Background: an optimization exercise with open tools, aiming at small area, a short achievable clock period and few clock cycles per item. Do not read the settings as production practice. Function was checked by simulation only, so behaviour that the tests miss may differ from the original.

## the baseline
Design dual_wheel_incremental_pid_drive, start of the top module:
module dual_wheel_incremental_pid_drive #(
	parameter int TICK_BITS = dwpid_pkg::TICK_BITS
) (
	input  logic                        clk,
	input  logic                        arst_n,
	input  logic                        psel,
	input  logic                        penable,
	input  logic                        pwrite,
	input  logic [4:0]                  paddr,
	input  logic [31:0]                 pwdata,
	output logic [31:0]                 prdata,
	output logic                        pready,
	input  logic                        in_valid,
	output logic                        in_stall,
	input  logic [2:0]                  cmd,
	input  logic signed [15:0]          speed,
	input  logic signed [TICK_BITS-1:0] left_ticks,
	input  logic signed [TICK_BITS-1:0] right_ticks,
	output logic                        out_valid,
	input  logic                        out_stall,
	output logic [15:0]                 left_duty,
	output logic [1:0]                  left_dir,
	output logic [15:0]                 right_duty,
	output logic [1:0]                  right_dir,
	output logic signed [15:0]          left_speed,
	output logic signed [15:0]          right_speed,
	output logic signed [31:0]          left_odometry,
	output logic signed [31:0]          right_odometry
);
	localparam int PWM_STAGE = 5;
	dwpid_pkg::cfg_t cfg_q;
	logic            wr;
  ...
export LEC_CHECK = 0
export CAP_MARGIN = 20
export CORE_MARGIN = 2
export CORE_UTILIZATION = 55
export SETUP_SLACK_MARGIN = 5
export SLEW_MARGIN = 20
create_clock -name core_clock -period 12.0 [get_ports {clk}]
run.sh (not shown) runs the stock make flow with config.mk's settings and CLKGATE_MAP_FILE= SYNTH_SCRIPT=/design/flow/synth_recipe.tcl, a recipe that flattens the netlist after the stock synthesis.
Testbench counts of the baseline, summed over its fixed seeds: cycles 2,112, items 2,048.
Setup changes, the baseline to the candidate
- SETUP_SLACK_MARGIN no longer set, was 5
==> flow/flow/run.sh (new file) <==
#!/bin/bash
set -o pipefail
export SETUP_SLACK_MARGIN=6.0
export TNS_END_PERCENT=5
bash standard.sh > standard.log 2>&1
==> flow/standard.sh (new file) <==
#!/bin/bash
# synth_recipe.tcl (not shown) runs the flow's synth.tcl, then flattens the netlist and writes it again
# the make line also repeats each setting of config.mk as NAME=value (left out here)
make -C /OpenROAD-flow-scripts/flow DESIGN_CONFIG=/design/flow/config.mk WORK_HOME=/design/flow/orfs CLKGATE_MAP_FILE= SYNTH_SCRIPT=/design/flow/synth_recipe.tcl "${@:-finish}"
removed: flow/run.sh
--- outcome ---
The candidate: flow completed, timing, DRC and antenna clean. The candidate ends up with a met3 usage in global routing that is 0.49 points higher than in the baseline. Between the candidate and the baseline, it is the candidate whose cell count is higher, by 251.

* * *

Starting RTL as in the previous note.
export LEC_CHECK = 0
export CAP_MARGIN = 20
export CORE_MARGIN = 2
export CORE_UTILIZATION = 55
export SLEW_MARGIN = 20
create_clock -name core_clock -period 12.0 [get_ports {clk}]
standard.sh (not shown) runs the stock make flow with config.mk's settings and CLKGATE_MAP_FILE= SYNTH_SCRIPT=/design/flow/synth_recipe.tcl, a recipe that flattens the netlist after the stock synthesis.
==> flow/flow/run.sh <==
#!/bin/bash
set -o pipefail
export SETUP_SLACK_MARGIN=5.6
export TNS_END_PERCENT=10
bash standard.sh > standard.log 2>&1
Testbench counts at the start, summed over its fixed seeds: cycles 2,112, items 2,048.
==> next run, changes <==
CORE_UTILIZATION = 65   (was 55)
The new run went through all stages and came out clean.
Global-route usage is higher by 6.1 points.
Design area is lower by about 1.1%.
Routed wire length stays flat.
Via count is higher by about 4%.
Sequential share of layout area is higher by 0.24 points.
Worst setup slack loses 0.094 ns.
Die area is lower by 15%.
Final cell count is lower by about 4%.
Core utilization is higher by 10 points.
==> next run, changes <==
==> flow/flow/run.sh (replaced) <==
#!/bin/bash
set -o pipefail
export SETUP_SLACK_MARGIN=5.8
export TNS_END_PERCENT=10
bash standard.sh > standard.log 2>&1
CORE_UTILIZATION = 55   (was 65)
Outcome: Routed wire length rises by 0.72%. Via count falls by 3.1%. Critical path depth rises by 1. Sequential share of layout area falls by 0.37 points.

* * *

== run E ==
Another version of the RTL of dual_wheel_incremental_pid_drive (not shown whole).
Settings: LEC_CHECK=0, CAP_MARGIN=20, CORE_MARGIN=2, CORE_UTILIZATION=55, SLEW_MARGIN=20; clock period 12.0 ns.
==> flow/flow/run.sh <==
#!/bin/bash
set -o pipefail
export SETUP_SLACK_MARGIN=5.6
export TNS_END_PERCENT=10
bash standard.sh > standard.log 2>&1
Testbench counts of run E, summed over its fixed seeds: cycles 2,112, items 2,048.
Inputs modified between run E and run A:
Settings: setting SETUP_SLACK_MARGIN to 5 for the first time; setting TNS_END_PERCENT to 10 for the first time.
==> flow/run.sh (new file) <==
#!/bin/bash
# synth_recipe.tcl (not shown) runs the flow's synth.tcl, then flattens the netlist and writes it again
# the make line also repeats each setting of config.mk as NAME=value (left out here)
make -C /OpenROAD-flow-scripts/flow DESIGN_CONFIG=/design/flow/config.mk WORK_HOME=/design/flow/orfs CLKGATE_MAP_FILE= SYNTH_SCRIPT=/design/flow/synth_recipe.tcl finish
removed: flow/flow/run.sh
removed: flow/standard.sh
[summary]
Run E reports its master of the slowest instance on the critical path as sky130_fd_sc_hd__dfstp_2 while run A reports sky130_fd_sc_hd__fa_1.
[compare] base=run E new=run A: wire length of the first global-routing pass fell about 1.3%, shortest period the worst path allows rose 360 ps, slew at the pin with the worst max-slew slack fell 61 ps.
Area occupied by registers: run A vs run E, no meaningful difference

* * *

dual_wheel_incremental_pid_drive again, from the RTL that the note above started with.
clock: 12.0 ns
lec_check: 0
cap_margin: 20
core_margin: 2
core_utilization: 55
setup_slack_margin: 5
slew_margin: 20
run.sh (not shown) runs the stock make flow with config.mk's settings and CLKGATE_MAP_FILE= SYNTH_SCRIPT=/design/flow/synth_recipe.tcl, a recipe that flattens the netlist after the stock synthesis.
Stock flow here: none of the scripts above is used.
The first run finished clean.
Testbench counts at the start, summed over its fixed seeds: cycles 2,112, items 2,048.
Next try:
- CORE_UTILIZATION: 55 -> 60
- PLACE_DENSITY: unset -> 0.7
- The changed run finished with timing, DRC and antenna clean
- synthesized area is unchanged
- routed wire length shrinks by 4.3%
- non-clock buffer count went down by 43
- setup slack is worse by 0.072 ns
- final cell count went down by 2.1%
- design area goes down by 0.63%
- global-route usage came out higher by 1.7 points

[separate check: timing with driven ports]
The flow's constraints put no driver on any port. The routed layouts listed below were extracted and timed again, unchanged, in two steps. Step 1, drivers: a clkbuf_16 drives clk and a buf_2 each remaining input, both assumed. Step 2 times the ports against the registers' clock, not the clock port: input delays grow and output delays shrink by t, the midpoint of the rising clock arrivals with the driver on. Slacks: ideal / step 1 / step 2; pairs: ideal / step 1.
run | t (ns) | setup WS [ns] | hold slack, ns | worst register clock-pin slew, ns
the baseline | 0.968 | 5.174 / 5.174 / 5.174 | 0.402 / 0.402 / 0.402 | 0.07 / 0.07
the candidate | 0.966 | 5.581 / 5.581 / 5.581 | 0.404 / 0.404 / 0.404 | 0.07 / 0.07
the first run of note 2 | 0.968 | 5.556 / 5.556 / 5.556 | 0.403 / 0.403 / 0.403 | 0.07 / 0.07
the second run of note 2 | 0.961 | 5.462 / 5.462 / 5.462 | 0.361 / 0.361 / 0.361 | 0.08 / 0.08
the third run of note 2 | 0.969 | 5.588 / 5.588 / 5.588 | 0.405 / 0.405 / 0.405 | 0.07 / 0.07
run E | 0.945 | 5.411 / 5.411 / 5.411 | 0.399 / 0.399 / 0.399 | 0.07 / 0.07
run A | 0.950 | 5.051 / 5.051 / 5.051 | 0.399 / 0.399 / 0.399 | 0.07 / 0.07
the first run of note 4 | 0.951 | 5.292 / 5.292 / 5.292 | 0.399 / 0.399 / 0.399 | 0.07 / 0.07
the second run of note 4 | 0.955 | 5.220 / 5.220 / 5.220 | 0.397 / 0.397 / 0.397 | 0.07 / 0.07
After both steps every run listed still meets setup and hold.
